Context: an optimization exercise on an open-source flow, tuned for small area, a short achievable clock period and few clock cycles. The choices shown serve that exercise and are no tape-out recipe. In this exercise RTL edits were held to simulation tests only and were not proved equivalent to the original. Power figures rest on the tool's default switching activity, not on a simulated workload.

// qsim_top
module qsim_top
(
  input  wire        clk,
  input  wire        reset_n,
  input  wire        dut_valid,
  output wire        dut_ready,
  output wire        q_state_input_sram_write_enable,
  output qsim_pkg::addr_t q_state_input_sram_write_address,
  output qsim_pkg::word_t q_state_input_sram_write_data,
  output qsim_pkg::addr_t q_state_input_sram_read_address,
  input  qsim_pkg::word_t q_state_input_sram_read_data,
  output wire        q_state_output_sram_write_enable,
  output qsim_pkg::addr_t q_state_output_sram_write_address,
  output qsim_pkg::word_t q_state_output_sram_write_data,
  input  qsim_pkg::word_t q_state_output_sram_read_data,
  output wire        scratchpad_sram_write_enable,
  output qsim_pkg::addr_t scratchpad_sram_write_address,
  output qsim_pkg::word_t scratchpad_sram_write_data,
  output qsim_pkg::addr_t scratchpad_sram_read_address,
  input  qsim_pkg::word_t scratchpad_sram_read_data,
  output qsim_pkg::addr_t q_gates_sram_read_address,
  input  qsim_pkg::word_t q_gates_sram_read_data
);
  logic [3:0]  col;
  logic [4:0]  col1;
  logic        src1;
  ...
export LEC_CHECK = 0
export CAP_MARGIN = 20
export CORE_MARGIN = 2
export CORE_UTILIZATION = 40
export SLEW_MARGIN = 20
create_clock -name core_clock -period 9.0 [get_ports {clk}]
standard.sh (not shown) runs the stock make flow with config.mk's settings and CLKGATE_MAP_FILE= SYNTH_SCRIPT=/design/flow/synth_recipe.tcl, a recipe that flattens the netlist after the stock synthesis.
==> flow/flow/run.sh <==
#!/bin/bash
# The standard layout (standard.sh) with these changes:
#  - synthesis skips the quick "abc -fast" pass inside Yosys's synth (-noabc);
#    otherwise that pass rewrites the generated full-adder trees so that
#    extract_fa finds most adders with inverted inputs and outputs, which
#    leaves several hundred inverters between the adder cells. Registers,
#    flattening and renaming are as in synth_recipe.tcl.
#  - every port still gets its buffer, but a plain buf_2 instead of the
#    clkdlybuf4s50_1 that buffer_ports picks by itself.
set -euo pipefail
export SETUP_SLACK_MARGIN=${MARGIN:-5.9}
export BUFFER_PORTS_ARGS="-buffer_cell sky130_fd_sc_hd__buf_2"
sed '1s/-nofsm -noshare /-nofsm -noshare -noabc /' synth_recipe.tcl > synth_noabc.tcl
grep -q -- '-noabc' synth_noabc.tcl
sed 's#/synth_recipe\.tcl#/synth_noabc.tcl#g' standard.sh > standard_noabc.sh
grep -q 'synth_noabc.tcl' standard_noabc.sh
bash standard_noabc.sh > standard.log 2>&1
The baseline completed with no timing, DRC or antenna violations.
Testbench counts at the start, summed over its fixed seeds: cycles 16,392.
Change:
--- a/flow/flow/run.sh
+++ b/flow/flow/run.sh
@@ -10,3 +10,3 @@
 set -euo pipefail
-export SETUP_SLACK_MARGIN=${MARGIN:-5.9}
+export SETUP_SLACK_MARGIN=${MARGIN:-6.0}
 export BUFFER_PORTS_ARGS="-buffer_cell sky130_fd_sc_hd__buf_2"
Settings changed: CTS_CLUSTER_DIAMETER set to 80, CTS_CLUSTER_SIZE set to 30.
Effect: Core utilization rises by 0.92 points; fmax is higher by 0.99%; register-to-register slack is better by 0.06 ns; clock-buffer cell count falls by 28; worst hold slack improved by 0.014 ns.

========
## raven
qsim_top, a different RTL version from the one above (not shown whole).
Size: roughly 3300 cells after synthesis, ~400 flip-flops, ~330 I/O pins, roughly 34000 sq um of cells after synthesis.
==> flow/config.mk <==
export PLATFORM = sky130hd
export DESIGN_NAME = qsim_top
export DESIGN_NICKNAME = qsim_top
export VERILOG_FILES = /design/flow/design.v
export SDC_FILE = /design/flow/constraint.sdc
export NUM_CORES = 4
export LEC_CHECK = 0
export CAP_MARGIN = 20
export CORE_MARGIN = 2
export CORE_UTILIZATION = 40
export SLEW_MARGIN = 20
==> flow/constraint.sdc <==
create_clock -name core_clock -period 9.0 [get_ports {clk}]
set_input_delay 1.8000 -clock core_clock [delete_from_list [all_inputs] [get_ports {clk}]]
set_output_delay 1.8000 -clock core_clock [all_outputs]
set_load 0.01 [all_outputs]
==> flow/flow/run.sh <==
#!/bin/bash
set -euo pipefail
export SETUP_SLACK_MARGIN=${MARGIN:-5.3}
export BUFFER_PORTS_ARGS="-buffer_cell sky130_fd_sc_hd__buf_2"
sed '1s/-nofsm -noshare /-nofsm -noshare -noabc /' synth_recipe.tcl > synth_noabc.tcl
grep -q -- '-noabc' synth_noabc.tcl
sed 's#/synth_recipe\.tcl#/synth_noabc.tcl#g' standard.sh > standard_noabc.sh
grep -q 'synth_noabc.tcl' standard_noabc.sh
bash standard_noabc.sh > standard.log 2>&1
Testbench counts of raven, summed over its fixed seeds: cycles 16,392.
diff inputs: raven => garnet
diff --git a/flow/flow/run.sh b/flow/flow/run.sh
--- a/flow/flow/run.sh
+++ b/flow/flow/run.sh
@@ -2,4 +2,3 @@
 set -euo pipefail
-export SETUP_SLACK_MARGIN=${MARGIN:-5.3}
-export BUFFER_PORTS_ARGS="-buffer_cell sky130_fd_sc_hd__buf_2"
+export SETUP_SLACK_MARGIN=${MARGIN:-5.8}
 sed '1s/-nofsm -noshare /-nofsm -noshare -noabc /' synth_recipe.tcl > synth_noabc.tcl
## What came out
- Looking only at combinational power, and setting everything else aside, the higher value of garnet and raven goes to garnet.
- Non-clock buffer count, garnet vs raven: up by more than half
- Via density per instance is lower on raven
- Delta(maximum clock frequency, garnet - raven) > 0
- garnet falls short of raven in overall power consumption.
- raven -> garnet: overall routed net length increased by more than 10%
- garnet vs. raven: final cell count higher, placed standard-cell area higher, clock buffer count in the final layout lower.
- Going from raven to garnet, clock group total power went up about 9%, first-iteration DRC count went up 53%.
Changes in willow relative to garnet:
Settings: ABC_AREA newly set to 1.
diff --git a/flow/flow/run.sh b/flow/flow/run.sh
--- a/flow/flow/run.sh
+++ b/flow/flow/run.sh
@@ -2,3 +2,4 @@
 set -euo pipefail
-export SETUP_SLACK_MARGIN=${MARGIN:-5.8}
+export SETUP_SLACK_MARGIN=${MARGIN:-5.5}
+export BUFFER_PORTS_ARGS="-buffer_cell sky130_fd_sc_hd__buf_2"
 sed '1s/-nofsm -noshare /-nofsm -noshare -noabc /' synth_recipe.tcl > synth_noabc.tcl
Results
willow vs garnet — final cell count without fillers climbed by a few percent
Of the two values seen for commonest non-fill, non-tap cell in the layout, sky130_fd_sc_hd__xor2_1 was produced by willow and sky130_fd_sc_hd__xnor2_1 by garnet.
When the final numbers for garnet and willow were put side by side, the data required time of the worst path turned out to be greater in garnet.
A cell at the slowest stage of the critical path of sky130_fd_sc_hd__fa_1 is what garnet shows, while sky130_fd_sc_hd__buf_4 belongs to willow.
willow vs garnet, launch point of the worst path: qsim_cmac_i.vre_neg[5]$_DFF_P_ vs qsim_cmac_i.vre_one[0]$_DFF_P_
Delay contributed by the slowest stage of the critical path was lower in the run labelled garnet.
garnet has higher total power than willow.
willow vs garnet: data-path buffer share of cell area in the final layout down in willow
Per the comparison of willow with garnet, sequential power share has increased, placed instance count now larger, power density of the placed cells higher, finished layout cell area lost 4600 sq um, total half-perimeter wirelength after legalization and detailed placement increased by 12% relative to the old numbers.
### willow -> tundra
Settings: ABC_AREA removed (was 1).
diff --git a/flow/flow/run.sh b/flow/flow/run.sh
--- a/flow/flow/run.sh
+++ b/flow/flow/run.sh
@@ -2,3 +2,3 @@
 set -euo pipefail
-export SETUP_SLACK_MARGIN=${MARGIN:-5.5}
+export SETUP_SLACK_MARGIN=${MARGIN:-6.0}
 export BUFFER_PORTS_ARGS="-buffer_cell sky130_fd_sc_hd__buf_2"
==> results.txt <==
Fraction of area in registers for tundra is lower than for willow.
Summary of the comparison: setup slack is higher in tundra, relative to willow.
Slowest stage cell on the critical path = sky130_fd_sc_hd__buf_4: willow; slowest stage cell on the critical path = sky130_fd_sc_hd__fa_1: tundra
tundra and willow ended up with roughly the same synthesized area.
Across tundra and willow, none had a timing, DRC or antenna violation.
Combinational power (tundra / willow): 1.07
More vias were needed by tundra than by willow.
The floorplan die area of willow and that of tundra are within noise of each other.

========
oak:
RTL: one of the versions met above, not the one the previous note started from.
Size: roughly 3,300 cells after synthesis, roughly 460 flip-flops, ~330 I/O pins, about 0.035 mm2 of cells after synthesis.
==> flow/design.v (excerpt) <==
module qsim_top
(
  input  wire        clk,
  input  wire        reset_n,
  input  wire        dut_valid,
  output wire        dut_ready,
  output wire        q_state_input_sram_write_enable,
  output qsim_pkg::addr_t q_state_input_sram_write_address,
  output qsim_pkg::word_t q_state_input_sram_write_data,
  output qsim_pkg::addr_t q_state_input_sram_read_address,
  input  qsim_pkg::word_t q_state_input_sram_read_data,
  output wire        q_state_output_sram_write_enable,
  output qsim_pkg::addr_t q_state_output_sram_write_address,
  output qsim_pkg::word_t q_state_output_sram_write_data,
  input  qsim_pkg::word_t q_state_output_sram_read_data,
  output wire        scratchpad_sram_write_enable,
  output qsim_pkg::addr_t scratchpad_sram_write_address,
  output qsim_pkg::word_t scratchpad_sram_write_data,
  output qsim_pkg::addr_t scratchpad_sram_read_address,
  input  qsim_pkg::word_t scratchpad_sram_read_data,
  output qsim_pkg::addr_t q_gates_sram_read_address,
  input  qsim_pkg::word_t q_gates_sram_read_data
);
Settings: LEC_CHECK=0, CAP_MARGIN=20, CORE_MARGIN=2, CORE_UTILIZATION=45, CTS_CLUSTER_DIAMETER=80, CTS_CLUSTER_SIZE=30, SLEW_MARGIN=20; clock period 9.0 ns.
==> flow/flow/run.sh <==
#!/bin/bash
# The standard layout (standard.sh) with these changes:
#  - synthesis skips the quick "abc -fast" pass inside Yosys's synth (-noabc);
#    otherwise that pass rewrites the generated full-adder trees so that
#    extract_fa finds most adders with inverted inputs and outputs, which
#    leaves several hundred inverters between the adder cells. Registers,
#    flattening and renaming are as in synth_recipe.tcl.
#  - every port still gets its buffer, but a plain buf_2 instead of the
#    clkdlybuf4s50_1 that buffer_ports picks by itself.
set -euo pipefail
export SETUP_SLACK_MARGIN=${MARGIN:-5.9}
export BUFFER_PORTS_ARGS="-buffer_cell sky130_fd_sc_hd__buf_2"
sed '1s/-nofsm -noshare /-nofsm -noshare -noabc /' synth_recipe.tcl > synth_noabc.tcl
grep -q -- '-noabc' synth_noabc.tcl
sed 's#/synth_recipe\.tcl#/synth_noabc.tcl#g' standard.sh > standard_noabc.sh
grep -q 'synth_noabc.tcl' standard_noabc.sh
bash standard_noabc.sh > standard.log 2>&1
Testbench counts of oak, summed over its fixed seeds: cycles 16,392.
Changes in pine relative to oak:
-- flow/flow/run.sh --
<<< oak, line 10
set -euo pipefail
export SETUP_SLACK_MARGIN=${MARGIN:-5.9}
export BUFFER_PORTS_ARGS="-buffer_cell sky130_fd_sc_hd__buf_2"
>>> pine, line 10
set -euo pipefail
export SETUP_SLACK_MARGIN=${MARGIN:-5.95}
export BUFFER_PORTS_ARGS="-buffer_cell sky130_fd_sc_hd__buf_2"
-- flow/config.mk --
<<< oak, line 9
export CORE_MARGIN = 2
export CORE_UTILIZATION = 45
export CTS_CLUSTER_DIAMETER = 80
>>> pine, line 9
export CORE_MARGIN = 2
export CORE_UTILIZATION = 40
export CTS_CLUSTER_DIAMETER = 80
--- outcome ---
Cmp pine vs oak: routed length on met3 lower in pine. pine vs oak on setup slack: pine is the higher one. Fraction of met3 tracks used by global routing down 0.65 points in pine wrt oak. Layout clock buffer count shrinks by a few percent when moving from oak to pine. On overall routed net length, oak and pine are neck and neck. pine against oak; floorplan core area is up by more than 10%. Met2 track demand over resource in global routing, oak and pine: higher on oak.
Inputs modified between pine and birch:
-- flow/flow/run.sh --
<<< pine, line 10
set -euo pipefail
export SETUP_SLACK_MARGIN=${MARGIN:-5.95}
export BUFFER_PORTS_ARGS="-buffer_cell sky130_fd_sc_hd__buf_2"
>>> birch, line 10
set -euo pipefail
export SETUP_SLACK_MARGIN=${MARGIN:-5.9}
export BUFFER_PORTS_ARGS="-buffer_cell sky130_fd_sc_hd__buf_2"
-- flow/config.mk --
<<< pine, line 9
export CORE_MARGIN = 2
export CORE_UTILIZATION = 40
export CTS_CLUSTER_DIAMETER = 80
>>> birch, line 9
export CORE_MARGIN = 2
export CORE_UTILIZATION = 35
export CTS_CLUSTER_DIAMETER = 80
--- outcome ---
- birch went all the way through the flow, and no timing, DRC or antenna check failed.
- Lower clock power among birch and pine: pine
- [compare] base=pine new=birch: internal cell power saw a decrease; post-detailed-routing wire length saw an increase; final standard cell area without fillers saw little to no change; multi-input combinational cell count saw little to no change; final clock period utilization by the worst path saw little to no change.
What maple does differently from birch at the input level:
-- flow/flow/run.sh --
<<< birch, line 7
#    flattening and renaming are as in synth_recipe.tcl.
#  - every port still gets its buffer, but a plain buf_2 instead of the
#    clkdlybuf4s50_1 that buffer_ports picks by itself.
>>> maple, line 7
#    flattening and renaming are as in synth_recipe.tcl.
#  - every port still gets its buffer, but a plain buf_4 instead of the
#    clkdlybuf4s50_1 that buffer_ports picks by itself.
<<< birch, line 11
export SETUP_SLACK_MARGIN=${MARGIN:-5.9}
export BUFFER_PORTS_ARGS="-buffer_cell sky130_fd_sc_hd__buf_2"
sed '1s/-nofsm -noshare /-nofsm -noshare -noabc /' synth_recipe.tcl > synth_noabc.tcl
>>> maple, line 11
export SETUP_SLACK_MARGIN=${MARGIN:-5.9}
export BUFFER_PORTS_ARGS="-buffer_cell sky130_fd_sc_hd__buf_4"
sed '1s/-nofsm -noshare /-nofsm -noshare -noabc /' synth_recipe.tcl > synth_noabc.tcl
-- flow/config.mk --
<<< birch, line 9
export CORE_MARGIN = 2
export CORE_UTILIZATION = 35
export CTS_CLUSTER_DIAMETER = 80
>>> maple, line 9
export CORE_MARGIN = 2
export CORE_UTILIZATION = 40
export CTS_CLUSTER_DIAMETER = 80
### Flow results
- In the flow results for birch and maple, the summed area of non-filler cells in the final layout is smaller on birch.
- maple: met3 wire length is 13% higher than what birch reported.
- Changes observed in maple relative to birch: number of buffers added for setup after CTS grew by 4, cell count shrank by 141, area of the core region shrank by about 12%.
- Total power of maple is lower than that of birch.
- Diff birch -> maple: number of cells in the design after placement went down by 142, violation count after the first detailed-routing iteration moved up.
Here is what was changed in the inputs of cedar compared with maple.
-- flow/flow/run.sh --
<<< maple, line 7
#    flattening and renaming are as in synth_recipe.tcl.
#  - every port still gets its buffer, but a plain buf_4 instead of the
#    clkdlybuf4s50_1 that buffer_ports picks by itself.
>>> cedar, line 7
#    flattening and renaming are as in synth_recipe.tcl.
#  - every port still gets its buffer, but a plain buf_2 instead of the
#    clkdlybuf4s50_1 that buffer_ports picks by itself.
<<< maple, line 11
export SETUP_SLACK_MARGIN=${MARGIN:-5.9}
export BUFFER_PORTS_ARGS="-buffer_cell sky130_fd_sc_hd__buf_4"
sed '1s/-nofsm -noshare /-nofsm -noshare -noabc /' synth_recipe.tcl > synth_noabc.tcl
>>> cedar, line 11
export SETUP_SLACK_MARGIN=${MARGIN:-5.9}
export BUFFER_PORTS_ARGS="-buffer_cell sky130_fd_sc_hd__buf_2"
sed '1s/-nofsm -noshare /-nofsm -noshare -noabc /' synth_recipe.tcl > synth_noabc.tcl
-- flow/config.mk --
<<< maple, line 10
export CORE_UTILIZATION = 40
export CTS_CLUSTER_DIAMETER = 80
export CTS_CLUSTER_SIZE = 30
export SLEW_MARGIN = 20
>>> cedar, line 10
export CORE_UTILIZATION = 40
export CTS_CLUSTER_DIAMETER = 60
export CTS_CLUSTER_SIZE = 24
export SLEW_MARGIN = 20
Notes after the runs:
Per the comparison of cedar with maple, number of stages on the worst setup path saw a decrease; maximum clock rate saw a decrease; total chip power saw an increase; final hold slack saw a decrease.

static timing again, ports no longer ideal:
The flow's constraints put no driver on any port. The routed layouts listed below were extracted and timed again, unchanged, in two steps.
Step 1: set_driving_cell puts a clkbuf_16 on clk and a buf_2 on each other input, an assumption about the parent block.
Step 2, shift: input delay + t, output delay - t, t = (earliest + latest rising clock arrival at the registers) / 2. This alone moves slack from input paths to output paths.
a / b / c = ideal ports / drivers / drivers and shift; a / b = the first two.
| run | t, ns | setup WS [ns] | worst setup path at the end | slew at the worst register clock pin (ns) | pins driven straight from the clock port |
|---|---|---|---|---|---|
| the first run of note 1 | 0.699 | 5.913 / 5.882 / 5.271 | input to register | 0.07 / 0.07 | 1 |
| the second run of note 1 | 0.718 | 5.944 / 5.874 / 5.349 | input to register | 0.11 / 0.11 | 1 |
| raven | 0.683 | 5.317 / 5.317 / 4.944 | input to register | 0.07 / 0.07 | 1 |
| garnet | 0.700 | 5.698 / 5.698 / 5.188 | input to register | 0.07 / 0.07 | 1 |
| willow | 0.655 | 5.518 / 5.518 / 5.069 | input to register | 0.07 / 0.07 | 1 |
| tundra | 0.696 | 5.770 / 5.770 / 5.369 | input to register | 0.07 / 0.07 | 1 |
| oak | 0.693 | 5.903 / 5.873 / 5.281 | input to register | 0.11 / 0.11 | 1 |
| pine | 0.715 | 5.916 / 5.879 / 5.284 | input to register | 0.11 / 0.11 | 1 |
| birch | 0.649 | 5.905 / 5.902 / 5.301 | input to register | 0.11 / 0.11 | 1 |
| maple | 0.661 | 5.937 / 5.916 / 5.316 | input to register | 0.11 / 0.11 | 1 |
| cedar | 0.691 | 5.904 / 5.897 / 5.287 | input to register | 0.08 / 0.08 | 1 |
After both steps every run listed still meets setup and hold. For the first run of note 1, which loses most, drivers alone change the setup slack by -0.031 ns; drivers and shift together by -0.642 ns.
